This is an optimization exercise on Yosys and OpenROAD, whose aim is small area, a short achievable clock period and few clock cycles, not a production implementation.
In this exercise RTL edits were held to simulation tests only and were not proved equivalent to the original.
Power figures rest on the tool's default switching activity, not on a simulated workload.

==> flow/design.v <==
package cache_geom_pkg;
    localparam int WORD_W          = 32;
    localparam int WORDS_PER_BLOCK = 4;
    localparam int NUM_LINES       = 8;
    localparam int TAG_W        = 25;
    localparam int INDEX_W      = 3;
    localparam int OFFSET_W     = 2;
    localparam int BLOCK_ADDR_W = TAG_W + INDEX_W;     
    localparam int BLOCK_W = WORDS_PER_BLOCK * WORD_W;
    localparam logic [1:0] IDLE          = 2'd0;
    localparam logic [1:0] READ_FILL     = 2'd1;
    localparam logic [1:0] WRITE_FILL    = 2'd2;
    localparam logic [1:0] WRITE_THROUGH = 2'd3;
endpackage
`timescale 1ns/1ps
module cache_tag_store
(
    input  logic               clk,
    input  logic               proc_reset,
    input  logic [cache_geom_pkg::TAG_W-1:0]   addr_tag,
    input  logic [cache_geom_pkg::INDEX_W-1:0] addr_index,
    input  logic               tag_we,
    output logic               hit
);
    logic [cache_geom_pkg::NUM_LINES-1:0] valid;
    logic [cache_geom_pkg::TAG_W-1:0]     tags [cache_geom_pkg::NUM_LINES];
    logic [cache_geom_pkg::TAG_W-1:0]     stored_tag;     
    assign stored_tag = tags[addr_index];
    assign hit = valid[addr_index] && (stored_tag == addr_tag);
    always_ff @(posedge clk)
    begin
        if (proc_reset)
        begin
            valid <= '0;
        end
        else if (tag_we)
        begin
            valid[addr_index] <= 1'b1;
        end
    end
    always_ff @(posedge clk)
    begin
        if (tag_we)
        begin
            tags[addr_index] <= addr_tag;
        end
    end
endmodule
`timescale 1ns/1ps
module cache_data_store
(
    input  logic                clk,
    input  logic [cache_geom_pkg::INDEX_W-1:0]  addr_index,
    input  logic [cache_geom_pkg::OFFSET_W-1:0] addr_offset,
    input  logic [cache_geom_pkg::WORD_W-1:0]   wdata,
    input  logic                fill_we,
    input  logic [cache_geom_pkg::BLOCK_W-1:0]  fill_block,
    input  logic                word_we,
    output logic [cache_geom_pkg::BLOCK_W-1:0]  line_block,
    output logic [cache_geom_pkg::WORD_W-1:0]   rdata
);
    logic [cache_geom_pkg::BLOCK_W-1:0] lines [cache_geom_pkg::NUM_LINES];
    logic [cache_geom_pkg::BLOCK_W-1:0] rd_block;     
    assign line_block = lines[addr_index];
    always_comb
    begin
        if (fill_we)
        begin
            rd_block = fill_block;
        end
        else
        begin
            rd_block = line_block;
        end
    end
    assign rdata = rd_block[addr_offset*cache_geom_pkg::WORD_W +: cache_geom_pkg::WORD_W];
    always_ff @(posedge clk)
    begin
        if (fill_we)
        begin
            lines[addr_index] <= fill_block;
        end
        else if (word_we)
        begin
            lines[addr_index][addr_offset*cache_geom_pkg::WORD_W +: cache_geom_pkg::WORD_W] <= wdata;
        end
    end
endmodule
`timescale 1ns/1ps
module cache_controller
(
    input  logic                    clk,
    input  logic                    proc_reset,
    input  logic                    proc_read,
    input  logic                    proc_write,
    input  logic [cache_geom_pkg::TAG_W-1:0]        addr_tag,
    input  logic [cache_geom_pkg::INDEX_W-1:0]      addr_index,
    input  logic [cache_geom_pkg::OFFSET_W-1:0]     addr_offset,
    input  logic [cache_geom_pkg::WORD_W-1:0]       proc_wdata,
    input  logic                    hit,
    input  logic [cache_geom_pkg::BLOCK_W-1:0]      line_block,
    input  logic [cache_geom_pkg::BLOCK_W-1:0]      mem_rdata,
    input  logic                    mem_ready,
    output logic                    tag_we,
    output logic                    fill_we,
    output logic                    word_we,
    output logic [cache_geom_pkg::BLOCK_W-1:0]      fill_block,
    output logic                    proc_stall,
    output logic                    mem_read,
    output logic                    mem_write,
    output logic [cache_geom_pkg::BLOCK_ADDR_W-1:0] mem_addr,
    output logic [cache_geom_pkg::BLOCK_W-1:0]      mem_wdata
);
    logic [1:0] state;
    logic [1:0] state_nxt;
    logic                    mem_read_nxt;
    logic                    mem_write_nxt;
    logic [cache_geom_pkg::BLOCK_ADDR_W-1:0] mem_addr_nxt;
    logic [cache_geom_pkg::BLOCK_W-1:0]      mem_wdata_nxt;
    logic [cache_geom_pkg::BLOCK_W-1:0]      merged;       
    logic [cache_geom_pkg::BLOCK_ADDR_W-1:0] blk_addr;
    assign blk_addr = {addr_tag, addr_index};
    always_comb
    begin
        if (state == cache_geom_pkg::WRITE_FILL)
        begin
            merged = mem_rdata;
        end
        else
        begin
            merged = line_block;
        end
        merged[addr_offset*cache_geom_pkg::WORD_W +: cache_geom_pkg::WORD_W] = proc_wdata;
    end
    assign fill_block = (state == cache_geom_pkg::WRITE_FILL) ? merged : mem_rdata;
    assign tag_we = fill_we;
    always_comb
    begin
        proc_stall = 1'b0;
        fill_we    = 1'b0;
        word_we    = 1'b0;
        case (state)
            cache_geom_pkg::IDLE:
            begin
                if (proc_read)
                begin
                    proc_stall = !hit;     
                end
                else if (proc_write)
                begin
                    proc_stall = 1'b1;     
                    word_we    = hit;
                end
            end
            cache_geom_pkg::READ_FILL:
            begin
                proc_stall = !mem_ready;
                fill_we    = mem_ready;
            end
            cache_geom_pkg::WRITE_FILL:
            begin
                proc_stall = 1'b1;         
                fill_we    = mem_ready;
            end
            cache_geom_pkg::WRITE_THROUGH:
            begin
                proc_stall = !mem_ready;
            end
            default:
            begin
                proc_stall = 1'b0;
            end
        endcase
    end
    always_comb
    begin
        state_nxt     = state;
        mem_read_nxt  = mem_read;
        mem_write_nxt = mem_write;
        mem_addr_nxt  = mem_addr;
        mem_wdata_nxt = mem_wdata;
        case (state)
            cache_geom_pkg::IDLE:
            begin
                if (proc_read && !hit)
                begin
                    state_nxt    = cache_geom_pkg::READ_FILL;
                    mem_read_nxt = 1'b1;
                    mem_addr_nxt = blk_addr;
                end
                else if (proc_write)
                begin
                    mem_addr_nxt = blk_addr;
                    if (hit)
                    begin
                        state_nxt     = cache_geom_pkg::WRITE_THROUGH;
                        mem_write_nxt = 1'b1;
                        mem_wdata_nxt = merged;
                    end
                    else
                    begin
                        state_nxt    = cache_geom_pkg::WRITE_FILL;
                        mem_read_nxt = 1'b1;     
                    end
                end
            end
            cache_geom_pkg::READ_FILL:
            begin
                if (mem_ready)
                begin
                    state_nxt    = cache_geom_pkg::IDLE;
                    mem_read_nxt = 1'b0;
                end
            end
            cache_geom_pkg::WRITE_FILL:
            begin
                if (mem_ready)
                begin
                    state_nxt     = cache_geom_pkg::WRITE_THROUGH;
                    mem_read_nxt  = 1'b0;
                    mem_write_nxt = 1'b1;
                    mem_wdata_nxt = merged;
                end
            end
            cache_geom_pkg::WRITE_THROUGH:
            begin
                if (mem_ready)
                begin
                    state_nxt     = cache_geom_pkg::IDLE;
                    mem_write_nxt = 1'b0;
                end
            end
            default:
            begin
                state_nxt = cache_geom_pkg::IDLE;
            end
        endcase
    end
    always_ff @(posedge clk)
    begin
        if (proc_reset)
        begin
            state     <= cache_geom_pkg::IDLE;
            mem_read  <= 1'b0;               
            mem_write <= 1'b0;
            mem_addr  <= '0;
            mem_wdata <= '0;
        end
        else
        begin
            state     <= state_nxt;
            mem_read  <= mem_read_nxt;
            mem_write <= mem_write_nxt;
            mem_addr  <= mem_addr_nxt;
            mem_wdata <= mem_wdata_nxt;
        end
    end
endmodule
`timescale 1ns/1ps
module cache_top
(
    input  logic                    clk,
    input  logic                    proc_reset,
    input  logic                    proc_read,
    input  logic                    proc_write,
    input  logic [29:0]             proc_addr,
    input  logic [cache_geom_pkg::WORD_W-1:0]       proc_wdata,
    output logic [cache_geom_pkg::WORD_W-1:0]       proc_rdata,
    output logic                    proc_stall,
    output logic                    mem_read,
    output logic                    mem_write,
    output logic [cache_geom_pkg::BLOCK_ADDR_W-1:0] mem_addr,
    output logic [cache_geom_pkg::BLOCK_W-1:0]      mem_wdata,
    input  logic [cache_geom_pkg::BLOCK_W-1:0]      mem_rdata,
    input  logic                    mem_ready
);
    logic [cache_geom_pkg::TAG_W-1:0]    addr_tag;
    logic [cache_geom_pkg::INDEX_W-1:0]  addr_index;
    logic [cache_geom_pkg::OFFSET_W-1:0] addr_offset;
    logic               hit;
    logic               tag_we;
    logic               fill_we;
    logic               word_we;
    logic [cache_geom_pkg::BLOCK_W-1:0] fill_block;
    logic [cache_geom_pkg::BLOCK_W-1:0] line_block;     
    assign {addr_tag, addr_index, addr_offset} = proc_addr;
    cache_tag_store u_tag_store (
        .clk        (clk),
        .proc_reset (proc_reset),
        .addr_tag   (addr_tag),
        .addr_index (addr_index),
        .tag_we     (tag_we),
        .hit        (hit)
    );
    cache_data_store u_data_store (
        .clk         (clk),
        .addr_index  (addr_index),
        .addr_offset (addr_offset),
        .wdata       (proc_wdata),
        .fill_we     (fill_we),
        .fill_block  (fill_block),
        .word_we     (word_we),
        .line_block  (line_block),
        .rdata       (proc_rdata)
    );
    cache_controller u_controller (
        .clk         (clk),
        .proc_reset  (proc_reset),
        .proc_read   (proc_read),
        .proc_write  (proc_write),
        .addr_tag    (addr_tag),
        .addr_index  (addr_index),
        .addr_offset (addr_offset),
        .proc_wdata  (proc_wdata),
        .hit         (hit),
        .line_block  (line_block),
        .mem_rdata   (mem_rdata),
        .mem_ready   (mem_ready),
        .tag_we      (tag_we),
        .fill_we     (fill_we),
        .word_we     (word_we),
        .fill_block  (fill_block),
        .proc_stall  (proc_stall),
        .mem_read    (mem_read),
        .mem_write   (mem_write),
        .mem_addr    (mem_addr),
        .mem_wdata   (mem_wdata)
    );
endmodule
==> flow/run.sh <==
#!/bin/bash
# synth_recipe.tcl (not shown) runs the flow's synth.tcl, then flattens the netlist and writes it again
# the make line also repeats each setting of config.mk as NAME=value (left out here)
make -C /OpenROAD-flow-scripts/flow DESIGN_CONFIG=/design/flow/config.mk WORK_HOME=/design/flow/orfs CLKGATE_MAP_FILE= SYNTH_SCRIPT=/design/flow/synth_recipe.tcl finish
==> flow/config.mk <==
export PLATFORM = sky130hd
export DESIGN_NAME = cache_top
export DESIGN_NICKNAME = cache_top
export VERILOG_FILES = /design/flow/design.v
export SDC_FILE = /design/flow/constraint.sdc
export NUM_CORES = 4
export LEC_CHECK = 0
export CAP_MARGIN = 20
export CORE_MARGIN = 2
export CORE_UTILIZATION = 30
export SETUP_SLACK_MARGIN = 0.3
export SLEW_MARGIN = 20
==> flow/constraint.sdc <==
create_clock -name core_clock -period 6.0 [get_ports {clk}]
set_input_delay 1.2000 -clock core_clock [delete_from_list [all_inputs] [get_ports {clk}]]
set_output_delay 1.2000 -clock core_clock [all_outputs]
set_load 0.01 [all_outputs]
==> flow_results.xml <==
<?xml version="1.0" encoding="UTF-8"?>
<metrics>
  <group name="run_status">
    <metric name="result_of_the_run" unit="">timing/DRC/antenna clean</metric>
  </group>
  <group name="grt">
    <metric name="global_route_wire_length_before_repair" unit="mm">314</metric>
    <metric name="global_route.overflow_total" unit="">0</metric>
    <metric name="total_global_routing_track_utilization" unit="">0.219</metric>
    <metric name="grt_start_max_net_pins" unit="">141</metric>
    <metric name="grt_pass1_vias" unit="">40300</metric>
    <metric name="antenna_violations_before_repair" unit="">22</metric>
  </group>
  <group name="critical_path">
    <metric name="worstPathRequired" unit="ns">4.80</metric>
    <metric name="timing.critical_path.to_type" unit="">output pin</metric>
    <metric name="critPathKind" unit="">in -&gt; out</metric>
    <metric name="arrival_worst_endpoint" unit="ns">4.50</metric>
    <metric name="cp_max_fo" unit="">33</metric>
    <metric name="setup.worst_path.start" unit="">proc_addr[4]</metric>
    <metric name="r2r_start" unit="">u_tag_store.tags[4][2]$_DFFE_PP_</metric>
    <metric name="worst_setup_path_start_kind" unit="">input port</metric>
  </group>
  <group name="drt">
    <metric name="drtAntennaViolNets" unit="">0</metric>
    <metric name="dr_total_vias" unit="">43000</metric>
    <metric name="post_drt_via_cell_ratio" unit="">5.67</metric>
    <metric name="drt_wl_total" unit="mm">228</metric>
    <metric name="routed_wire_length_per_instance" unit="microns">30.1</metric>
    <metric name="detailedRoute.firstIterationViolations" unit="">5501</metric>
    <metric name="remaining_drc_errors" unit="">0</metric>
    <metric name="dr.pass1.iters" unit="">9</metric>
  </group>
  <group name="logic_synthesis">
    <metric name="synth_edf_count" unit="">1224</metric>
    <metric name="synth_area" unit="sq um">59200</metric>
    <metric name="ys_types" unit="">68</metric>
    <metric name="yosysWarnings" unit="">3</metric>
    <metric name="synthFlopType" unit="">edfxtp_1</metric>
    <metric name="synth_async_sr_flop_share" unit="">0</metric>
    <metric name="synth_fp_nets" unit="">4516</metric>
    <metric name="postSynthCellCount" unit="">4309</metric>
    <metric name="synth_sequential_area_ratio" unit="">0.677</metric>
    <metric name="synth_area_per_cell" unit="sq um">13.7</metric>
    <metric name="ys_seq_elements" unit="">1392</metric>
  </group>
  <group name="timing">
    <metric name="setup_slack" unit="ns">0.304</metric>
    <metric name="finalHoldViolCount" unit="">0</metric>
    <metric name="max-slew-margin-rel" unit="">0.104</metric>
    <metric name="grt_setup_unrepaired" unit="">true</metric>
    <metric name="clock-skew-final" unit="ns">0.0819</metric>
    <metric name="period_share" unit="">0.949</metric>
    <metric name="max_freq" unit="MHz">176</metric>
    <metric name="timing_worst_slew_pin_value" unit="ns">1.31</metric>
    <metric name="final.min_clock_period" unit="ns">5.70</metric>
    <metric name="final_max_slew_viol_count" unit="">0</metric>
    <metric name="report.final.setup_viol" unit="">0</metric>
  </group>
  <group name="pwr">
    <metric name="worst_ir_drop_vdd" unit="mV">0.252</metric>
    <metric name="power_density" unit="nW/um^2">381</metric>
    <metric name="total_leakage_power" unit="nW">23.6</metric>
  </group>
  <group name="cts">
    <metric name="tritoncts.num_buffers" unit="">146</metric>
    <metric name="max-clock-path-buffers" unit="">3</metric>
    <metric name="clock_transition_at_the_registers_of_the_reported_paths" unit="ns">0.05</metric>
    <metric name="cts_tree" unit="">done</metric>
    <metric name="ctsRootBufferMaster" unit="">clkbuf_16</metric>
    <metric name="clock_latency" unit="ns">0.80</metric>
    <metric name="clock_tree.htree_level_count" unit="">4</metric>
    <metric name="clkSinkCount" unit="">1392</metric>
  </group>
  <group name="floorplanning">
    <metric name="num_io_pins" unit="">386</metric>
    <metric name="die_w" unit="microns">448</metric>
    <metric name="floorplan.core_area" unit="sq um">197000</metric>
    <metric name="die_area" unit="sq um">201000</metric>
    <metric name="initial_utilization" unit="">0.301</metric>
    <metric name="row_count" unit="">163</metric>
    <metric name="fp.dieH" unit="microns">448</metric>
  </group>
  <group name="cells_and_area">
    <metric name="nNetsFinal" unit="">5008</metric>
    <metric name="layoutNonFillerInstCount" unit="">7574</metric>
    <metric name="area.growth.synth_to_final" unit="%">24.5</metric>
    <metric name="proportion_of_layout_cells_with_a_drive_suffix_above_1" unit="">0.158</metric>
  </group>
  <group name="run">
    <metric name="timing.max_cap.violations" unit="">0</metric>
  </group>
  <group name="place">
    <metric name="routability_congestion" unit="">1.01</metric>
    <metric name="place_worst_setup_slack" unit="ns">-0.107</metric>
    <metric name="post-place-cells" unit="">7286</metric>
    <metric name="io_buffer_count" unit="">385</metric>
    <metric name="hpwl" unit="mm">157</metric>
  </group>
  <group name="hold_path">
    <metric name="holdCritStartpoint" unit="">u_controller.mem_addr[13]$_SDFFE_PP0P_</metric>
    <metric name="hold_path.class" unit="">reg -&gt; reg</metric>
  </group>
</metrics>
## power by group
part | total (W) | switching (W) | internal [W] | leakage, nW
Clock | 0.00913 | 0.00393 | 0.00519 | 2.35
Combinational | 0.00716 | 0.00445 | 0.00271 | 8.80
Sequential | 0.0118 | 0.000337 | 0.0115 | 12.4
Total | 0.0281 | 0.00872 | 0.0194 | 23.6
## synthesized netlist by cell type (all sizes together) (6+ instances only)
library cell,count,share of area
edfxtp,1224,0.62
a211oi,298,0.038
a22oi,280,0.035
clkbuf,257,0.016
nor2,252,0.016
nand2,241,0.015
a21oi,233,0.020
o21ai,178,0.015
dfxtp,168,0.057
buf,128,0.011
o22ai,125,0.013
mux2i,123,0.021
a221oi,100,0.015
mux4,75,0.029
nor3,66,0.0056
nand2b,64,0.0068
a22o,58,0.0086
mux2,50,0.0095
inv,47,0.0030
and3,44,0.0046
nand4,33,0.0035
a32oi,32,0.0047
o22a,23,0.0034
a31oi,17,0.0018
nand3,16,0.0014
xnor2,14,0.0021
and2,13,0.0014
a221o,12,0.0020
a311oi,12,0.0018
and4,12,0.0018
ha,12,0.0025
nor2b,12,0.0013
o311ai,11,0.0016
nor4,10,0.0017
o21a,8,0.0010
a222oi,6,0.0010
xor2,6,0.00089
## per-layer routing
layer	global-route usage	part of all wire	wire length (microns)	vias up
li1	-	-	-	18300
met1	0.276	0.38	86900	21900
met2	0.352	0.48	109000	2313
met3	0.0509	0.087	19900	493
met4	0.109	0.055	12600	6
met5	0	0.00020	45	-
## cells in the final DEF, fill, tap and decap left out, types with 13 or more instances in the layout
master and n:
a211oi_1 298, clkinv_2 25, a22o_1 58, and3_1 43
mux4_2 75, o22ai_1 125, a22oi_1 280, nand2_1 237
buf_4 266, edfxtp_1 1224, o22a_1 23, nand3_1 15
diode_2 13, nand4_1 33, mux2i_1 122, buf_12 72
a31oi_1 13, nor2_1 208, bufinv_16 13, o21ai_0 176
clkbuf_16 147, clkbuf_1 34, xnor2_1 14, nor2_4 35
nor3_1 64, inv_1 45, mux2_2 50, a221oi_1 97
clkinv_1 18, a21oi_1 232, a32oi_1 32, dfxtp_1 168
clkdlybuf4s50_1 378, nand2b_1 63
## repair_timing
| item | CTS | global route |
|---|---|---|
| hold buffers | 0 | 0 |
| pin swaps | 5 | 0 |
| cloned | 3 | 0 |
| buffers inserted | 4 | 0 |
| gates resized for setup | 21 | 3 |
| setup endpoints to repair | 6 | 4 |
## area by class of cell
cell class,count,area (sq um)
multi-input combinational,2485,17700
sequential,1392,40100
inverter,47,176
clock inverter,84,1030
antenna,13,32.5
fill,18400,123000
timing repair buffer,729,7490
tap,2640,3300
clock buffer,184,3850
## cells by family (layout without fill, tap and decap cells)
logic type,after synthesis,in the layout,share of synthesized area
AO/OA/AOI/OAI,1427,1427,0.167
flip-flops,1392,1392,0.677
AND/OR/NAND/NOR,778,778,0.0610
buffers and inverters,432,1044,0.0304
multiplexers,248,248,0.0588
XOR/XNOR,20,20,0.00296
adder cells (fa/ha/maj),12,12,0.00253
other,0,13,0
## sequential cells by signal, summed over array words and instances (netlist names)
register,count
u_controller.mem_addr,28
u_tag_store.tags,200
u_controller.state,2
u_data_store.lines,1024
u_controller.mem_read,1
u_controller.mem_write,1
u_controller.mem_wdata,128
u_tag_store.valid,8
## through the flow
step	utilization	power, W	setup TNS (ns)	instance area (sq um)	hold WS [ns]
finish	0.375	0.0281	0	73700	0.469
global placement	0.349	0.0189	-0.284	68600	0.449
floorplan	-	0.0154	0	59200	0.431
detailed placement	0.349	0.0190	-0.194	68600	0.461
CTS	0.374	0.0280	0	73700	0.472
global route	0.375	0.0289	0	73700	0.494
## worst max-delay path, stage by stage
cell and delay (ns):
buf_12 0.18, buf_12 0.27, nor2_4 0.07, buf_12 0.17, buf_4 0.18, a22oi_1 0.21
nand4_1 0.26, o21ai_0 0.26, buf_4 0.16, nor2_1 0.04, a311oi_1 0.42, buf_4 0.23
a21oi_1 0.05, buf_4 0.19, clkdlybuf4s50_1 0.48
## path summary, 6_finish.rpt
path | end | cells after the start | slack (ns)
worst max-delay path | proc_rdata[17] | 15 | 0.30
worst min-delay path | u_controller.mem_addr[13]$_SDFFE_PP0P_ | 2 | 0.47
worst max register to register | u_data_store.lines[3][86]$_DFFE_PP_ | 13 | 1.41
worst min register to register | u_controller.mem_addr[13]$_SDFFE_PP0P_ | 2 | 0.47
Testbench counts, summed over its fixed seeds: cycles 71,569.

[separate check: timing with driven ports]
The flow's constraints put no driver on any port. The routed layout listed below was extracted and timed again, unchanged, in two steps. Step 1: set_driving_cell puts a clkbuf_16 on clk and a buf_2 on each other input, an assumption about the parent block. Step 2 also shifts input and output timing later by t, the mid clock arrival at the registers, as if the neighbouring blocks saw the same clock. Three values: ideal, step 1, step 2; two values: the first two.
t, ns: 0.841
setup slack, ns: 0.304 / 0.192 / 0.130
slew at the worst register clock pin (ns): 0.07 / 0.07
After both steps setup and hold are still met in this run. The setup slack of this run moves by -0.112 ns with the drivers and by -0.174 ns with both steps.
